This design comes from an exercise in tuning for small area and a short achievable clock period on the open sky130 flow, not from production work.
Power is estimated from default activity; no workload was simulated.

## the baseline
==> flow/design.v <==
`default_nettype none
package flash_pkg;
  localparam logic [7:0] FLASH_OP_READ = 8'h03;
  typedef struct packed {
    logic [7:0]  opcode;
    logic [23:0] addr;       
  } flash_cmd_fields_t;
  typedef union packed {
    flash_cmd_fields_t f;
    logic [3:0][7:0]   bytes;
  } flash_cmd_u;
  typedef enum logic [2:0] {
    CMD,
    ADDR_HI,
    ADDR_MID,
    ADDR_LO,
    DUMMY,
    DATA_HI,
    DATA_LO
  } reader_phase_e;
endpackage
`default_nettype wire
`default_nettype none
package imem_pkg;
  localparam int INSTR_W = 16;
  typedef logic [INSTR_W-1:0] instr_t;
  typedef logic [6-1:0] iaddr_t;
endpackage
`default_nettype wire
`default_nettype none
`timescale 1ns/1ps
module spi_flash_reader (
  input  logic                    clk,
  input  logic                    rst_n,
  input  logic                    clken,
  output logic                    ins,        
  output logic [3:0]              bit_j,      
  output logic                    ready,
  output logic                    spi_cs,
  output logic                    spi_sclk,
  output logic                    spi_mosi,
  input  logic                    spi_miso
);
  localparam logic [10:0] HDR_START = 11'd2008;
  localparam logic [10:0] LAST_BIT  = 11'd1023;
  localparam logic [5:0]  W0        = 6'd47;
  logic [10:0] q;
  logic        got;       
  logic [5:0]  w;         
  logic        data;
  logic        fall;
  logic        done;
  logic        word_end;
  logic        mosi_next;
  assign data     = !q[10];
  assign bit_j    = q[3:0];
  assign ins      = !ready && !spi_cs && data && !got && (w == {1'b0, q[3:0], 1'b0});
  assign done     = clken && !ready && !spi_cs && (q == LAST_BIT) && (got || ins);
  assign fall     = clken && !ready && !spi_cs && spi_sclk && !done && (!data || got || ins);
  assign word_end = data && (q[3:0] == 4'hf);
  assign mosi_next = (q == HDR_START + 11'd5) || (q == HDR_START + 11'd6) ||
                     (q == HDR_START + 11'd10);
  always_ff @(posedge clk) begin
    if (!rst_n) begin
      w        <= W0;
      q        <= HDR_START;
      got      <= 1'b0;
      ready    <= 1'b0;
      spi_cs   <= 1'b1;
      spi_sclk <= 1'b1;
      spi_mosi <= 1'b0;
    end else begin
      if (fall && word_end) begin
        w <= w + (q[4] ? 6'd32 : 6'd33);
      end else begin
        w <= w + 6'd1;
      end
      if (ins) begin
        got <= 1'b1;
      end
      if (done) begin
        ready    <= 1'b1;
        spi_cs   <= 1'b1;
        spi_sclk <= 1'b1;
      end else if (clken && !ready) begin
        if (spi_cs) begin
          spi_cs   <= 1'b0;            
          spi_sclk <= 1'b0;
          spi_mosi <= 1'b0;
        end else if (!spi_sclk) begin
          spi_sclk <= 1'b1;
        end else if (fall) begin
          spi_sclk <= 1'b0;
          spi_mosi <= mosi_next;
          q        <= q + 11'd1;
          got      <= 1'b0;
        end
      end
    end
  end
endmodule
`default_nettype wire
`default_nettype none
`timescale 1ns/1ps
module imem_bank #(
  parameter int INS = 0
) (
  input  logic                    clk,
  input  logic                    ins,      
  input  logic                    din,
  input  logic [7:0]              sel_lo,   
  input  logic [7:0]              sel_hi,   
  input  logic                    hold,     
  output logic                    fbit      
);
  logic [64-1:0] ring;
  always_ff @(posedge clk) begin
    ring <= {ring[64-2:0], ring[64-1]};
    if (ins) begin
      ring[INS] <= din;
    end
  end
  logic [7:0] grp;
  always_comb begin
    for (int g = 0; g < 8; g++) begin
      grp[g] = |(sel_lo & ring[8*g +: 8]);
    end
  end
  always_ff @(posedge clk) begin
    fbit <= |(sel_hi & grp) | (hold & fbit);
  end
endmodule
`default_nettype wire
`default_nettype none
`timescale 1ns/1ps
module boot_rom (
  input  logic             clk,
  input  logic             rst_n,
  input  logic             clken,
  input  imem_pkg::iaddr_t fetch_addr,
  output imem_pkg::instr_t instruction,
  output logic             ready,
  input  logic             spi_miso,
  output logic             spi_cs,
  output logic             spi_sclk,
  output logic             spi_mosi
);
  localparam logic [5:0] PHASE0 = 6'd46;
  imem_pkg::iaddr_t phase, phase_n;
  logic [3:0]       dlo, dhi;
  logic [2:0]       a_lo, a_hi;
  logic [7:0]       sel_lo, sel_hi, hi0, late;
  logic             borrow;
  logic             take;
  logic             hold;
  logic             ins;
  logic [3:0]       bit_j;
  assign a_lo = fetch_addr[3:1];
  assign a_hi = {fetch_addr[0], fetch_addr[5:4]};
  assign phase_n = !rst_n ? PHASE0 : phase + 6'd1;
  function automatic logic [3:0] diff_bits(input logic [2:0] p);
    diff_bits = {p[2] ^ (p[1:0] != 2'd3), p[2] ^ !p[1], p[2] ^ (p[1:0] == 2'd0), p[1] ^ !p[0]};
  endfunction
  always_ff @(posedge clk) begin
    phase <= phase_n;
    dlo   <= diff_bits(phase_n[2:0]);
    dhi   <= diff_bits(phase_n[5:3]);
    for (int x = 1; x < 8; x++) begin
      late[x] <= (3'(x) > phase_n[2:0]);    
    end
  end
  assign late[0] = 1'b0;
  function automatic logic [2:0] minus(input logic [2:0] p, input logic [3:0] d, input int x);
    logic b2;
    case (x % 4)
      0: b2 = p[2];
      1: b2 = d[1];
      2: b2 = d[2];
      default: b2 = d[3];
    endcase
    minus = {b2 ^ 1'((x / 4) % 2), ((x % 2) ? d[0] : p[1]) ^ 1'((x / 2) % 2), p[0] ^ 1'(x % 2)};
  endfunction
  always_comb begin
    for (int x = 0; x < 8; x++) begin
      sel_lo[x] = (a_lo == minus(phase[2:0], dlo, x));    
      hi0[x]    = (a_hi == minus(phase[5:3], dhi, x));    
    end
  end
  assign borrow = |(sel_lo & late);
  assign take   = rst_n && clken && ready;
  assign hold   = rst_n && !(clken && ready);
  assign sel_hi = take ? (borrow ? {hi0[0], hi0[7:1]} : hi0) : 8'h00;
  spi_flash_reader u_reader (
    .clk     (clk),
    .rst_n   (rst_n),
    .clken   (clken),
    .ins     (ins),
    .bit_j   (bit_j),
    .ready   (ready),
    .spi_cs  (spi_cs),
    .spi_sclk(spi_sclk),
    .spi_mosi(spi_mosi),
    .spi_miso(spi_miso)
  );
  for (genvar b = 0; b < imem_pkg::INSTR_W; b++) begin : g_lane
    imem_bank #(.INS(2 * (imem_pkg::INSTR_W - 1 - b))) u_lane (
      .clk (clk),
      .ins (ins && (bit_j == 4'(imem_pkg::INSTR_W - 1 - b))),
      .din (spi_miso),
      .sel_lo(sel_lo),
      .sel_hi(sel_hi),
      .hold  (hold),
      .fbit  (instruction[b])
    );
  end
endmodule
`default_nettype wire
make LEC_CHECK=0 CAP_MARGIN=20 CORE_MARGIN=2 CORE_UTILIZATION=65 SETUP_SLACK_MARGIN=2.0 SLEW_MARGIN=20 SYNTH_HIERARCHICAL=1 finish   # period 4.0 ns
run.sh (not shown) runs the stock make flow with config.mk's settings and CLKGATE_MAP_FILE= SYNTH_SCRIPT=/design/flow/synth_recipe.tcl, a recipe that flattens the netlist after the stock synthesis.
Both conditions hold for the baseline: the flow ran to the end and the final layout passed the timing, DRC and antenna checks.
Input-level comparison between the candidate and the baseline:
-- flow/design.v --
<<< the baseline, line 109
  input  logic                    ins,      
  input  logic                    din,
  input  logic [7:0]              sel_lo,   
  input  logic [7:0]              sel_hi,   
  input  logic                    hold,     
  output logic                    fbit      
);
  logic [64-1:0] ring;
>>> the candidate, line 109
  input  logic                    ins,      
  input  logic                    din,
  input  logic [7:0][7:0]         sel_hi,   
  input  logic [7:0]              sel_lo,   
  output logic                    rbit
);
  logic [64-1:0] ring;
<<< the baseline, line 123
  logic [7:0] grp;
  always_comb begin
    for (int g = 0; g < 8; g++) begin
      grp[g] = |(sel_lo & ring[8*g +: 8]);
    end
  end
  always_ff @(posedge clk) begin
    fbit <= |(sel_hi & grp) | (hold & fbit);
  end
endmodule
`default_nettype wire
>>> the candidate, line 122
  logic [7:0] grp;
  always_comb begin
    for (int r = 0; r < 8; r++) begin
      grp[r] = 1'b0;
      for (int h = 0; h < 8; h++) begin
        grp[r] = grp[r] | (sel_hi[r][h] & ring[8*h + r]);
      end
    end
  end
  assign rbit = |(sel_lo & grp);
endmodule
`default_nettype wire
<<< the baseline, line 150
  logic [3:0]       dlo, dhi;
  logic [2:0]       a_lo, a_hi;
  logic [7:0]       sel_lo, sel_hi, hi0, late;
  logic             borrow;
  logic             take;
  logic             hold;
  logic             ins;
  logic [3:0]       bit_j;
  assign a_lo = fetch_addr[3:1];
  assign a_hi = {fetch_addr[0], fetch_addr[5:4]};
>>> the candidate, line 150
  logic [3:0]       dlo, dhi;
  logic [2:0]       a_lo, a_hi;
  logic [7:0]       sel_lo, hi0, late;
  logic [7:0][7:0]  sel_hi;
  logic             ins;
  logic [3:0]       bit_j;
  imem_pkg::instr_t rd;
  assign a_lo = fetch_addr[3:1];
  assign a_hi = {fetch_addr[0], fetch_addr[5:4]};
<<< the baseline, line 166
    dlo   <= diff_bits(phase_n[2:0]);
    dhi   <= diff_bits(phase_n[5:3]);
    for (int x = 1; x < 8; x++) begin
      late[x] <= (3'(x) > phase_n[2:0]);    
    end
  end
  assign late[0] = 1'b0;
  function automatic logic [2:0] minus(input logic [2:0] p, input logic [3:0] d, input int x);
    logic b2;
>>> the candidate, line 165
    dlo   <= diff_bits(phase_n[2:0]);
    dhi   <= diff_bits(phase_n[5:3]);
    for (int x = 0; x < 8; x++) begin
      late[x] <= (3'(x) > phase_n[2:0]);    
    end
  end
  function automatic logic [2:0] minus(input logic [2:0] p, input logic [3:0] d, input int x);
    logic b2;
<<< the baseline, line 187
    end
  end
  assign borrow = |(sel_lo & late);
  assign take   = rst_n && clken && ready;
  assign hold   = rst_n && !(clken && ready);
  assign sel_hi = take ? (borrow ? {hi0[0], hi0[7:1]} : hi0) : 8'h00;
  spi_flash_reader u_reader (
    .clk     (clk),
>>> the candidate, line 185
    end
  end
  always_comb begin
    for (int r = 0; r < 8; r++) begin
      sel_hi[r] = late[r] ? {hi0[0], hi0[7:1]} : hi0;
    end
  end
  always_ff @(posedge clk) begin
    if (!rst_n) begin
      instruction <= '0;
    end else if (clken && ready) begin
      instruction <= rd;
    end
  end
  spi_flash_reader u_reader (
    .clk     (clk),
<<< the baseline, line 210
      .sel_lo(sel_lo),
      .sel_hi(sel_hi),
      .hold  (hold),
      .fbit  (instruction[b])
    );
  end
>>> the candidate, line 216
      .sel_lo(sel_lo),
      .sel_hi(sel_hi),
      .rbit(rd[b])
    );
  end
## What came out
Compared with the baseline, the candidate has less setup slack. On clock slew seen by the registers of the worst setup and hold paths, the candidate and the baseline are neck and neck. Compare the candidate and the baseline | number of placement rows higher: the baseline. Higher total number of cells along the worst setup path goes to the baseline over the candidate. Highest routed metal layer = met5: the candidate; highest routed metal layer = met4: the baseline. The candidate and the baseline ended up with nearly the same fraction of the mapped netlist area in adder cells. Taking the baseline as the reference, in the candidate growth of design area from synthesis to finish increased by 13 points relative to the old numbers, non-filler instance count after layout increased by 7.5% relative to the old numbers, floorplan die height decreased by about 1.2% relative to the old numbers. NOTE: worst IR drop on VDD in the candidate falls short of that of the baseline. For wire length, dividing the value from the baseline by the value from the candidate gives 0.55. Taking the baseline as the reference, in the candidate layout multi-input combinational cell count increased by 96 relative to the old numbers; final design utilization increased by 8.6 points relative to the old numbers; pin count of the biggest net entering global routing decreased by 75% relative to the old numbers; time the worst path needs with I/O delays and setup increased by 0.0092 ns relative to the old numbers.
No functional check of the RTL was part of any run of this note.

port drivers added, routing unchanged:
The results above use ideal ports. As a check the final layouts listed here were re-extracted and re-timed, cells and wires unchanged. Step 1 sets driving cells, clkbuf_16 on the clock port and buf_2 on the other inputs (assumed; they add their load-dependent delay and slew). Step 2, shift: input delay + t, output delay - t, t = (earliest + latest rising clock arrival at the registers) / 2. This alone moves slack from input paths to output paths. Slacks: ideal / step 1 / step 2; pairs: ideal / step 1.
run | t, ns | setup slack, ns | slew at the worst register clock pin (ns) | worst data-port slew with drivers (ns)
the baseline | 0.692 | 1.167 / 1.194 / 0.502 | 0.07 / 0.07 | 0.04
the candidate | 0.728 | 1.157 / 1.157 / 0.529 | 0.08 / 0.08 | 0.05
After both steps every run listed still meets setup and hold. For the baseline, which loses most, drivers alone change the setup slack by +0.027 ns; drivers and shift together by -0.665 ns.
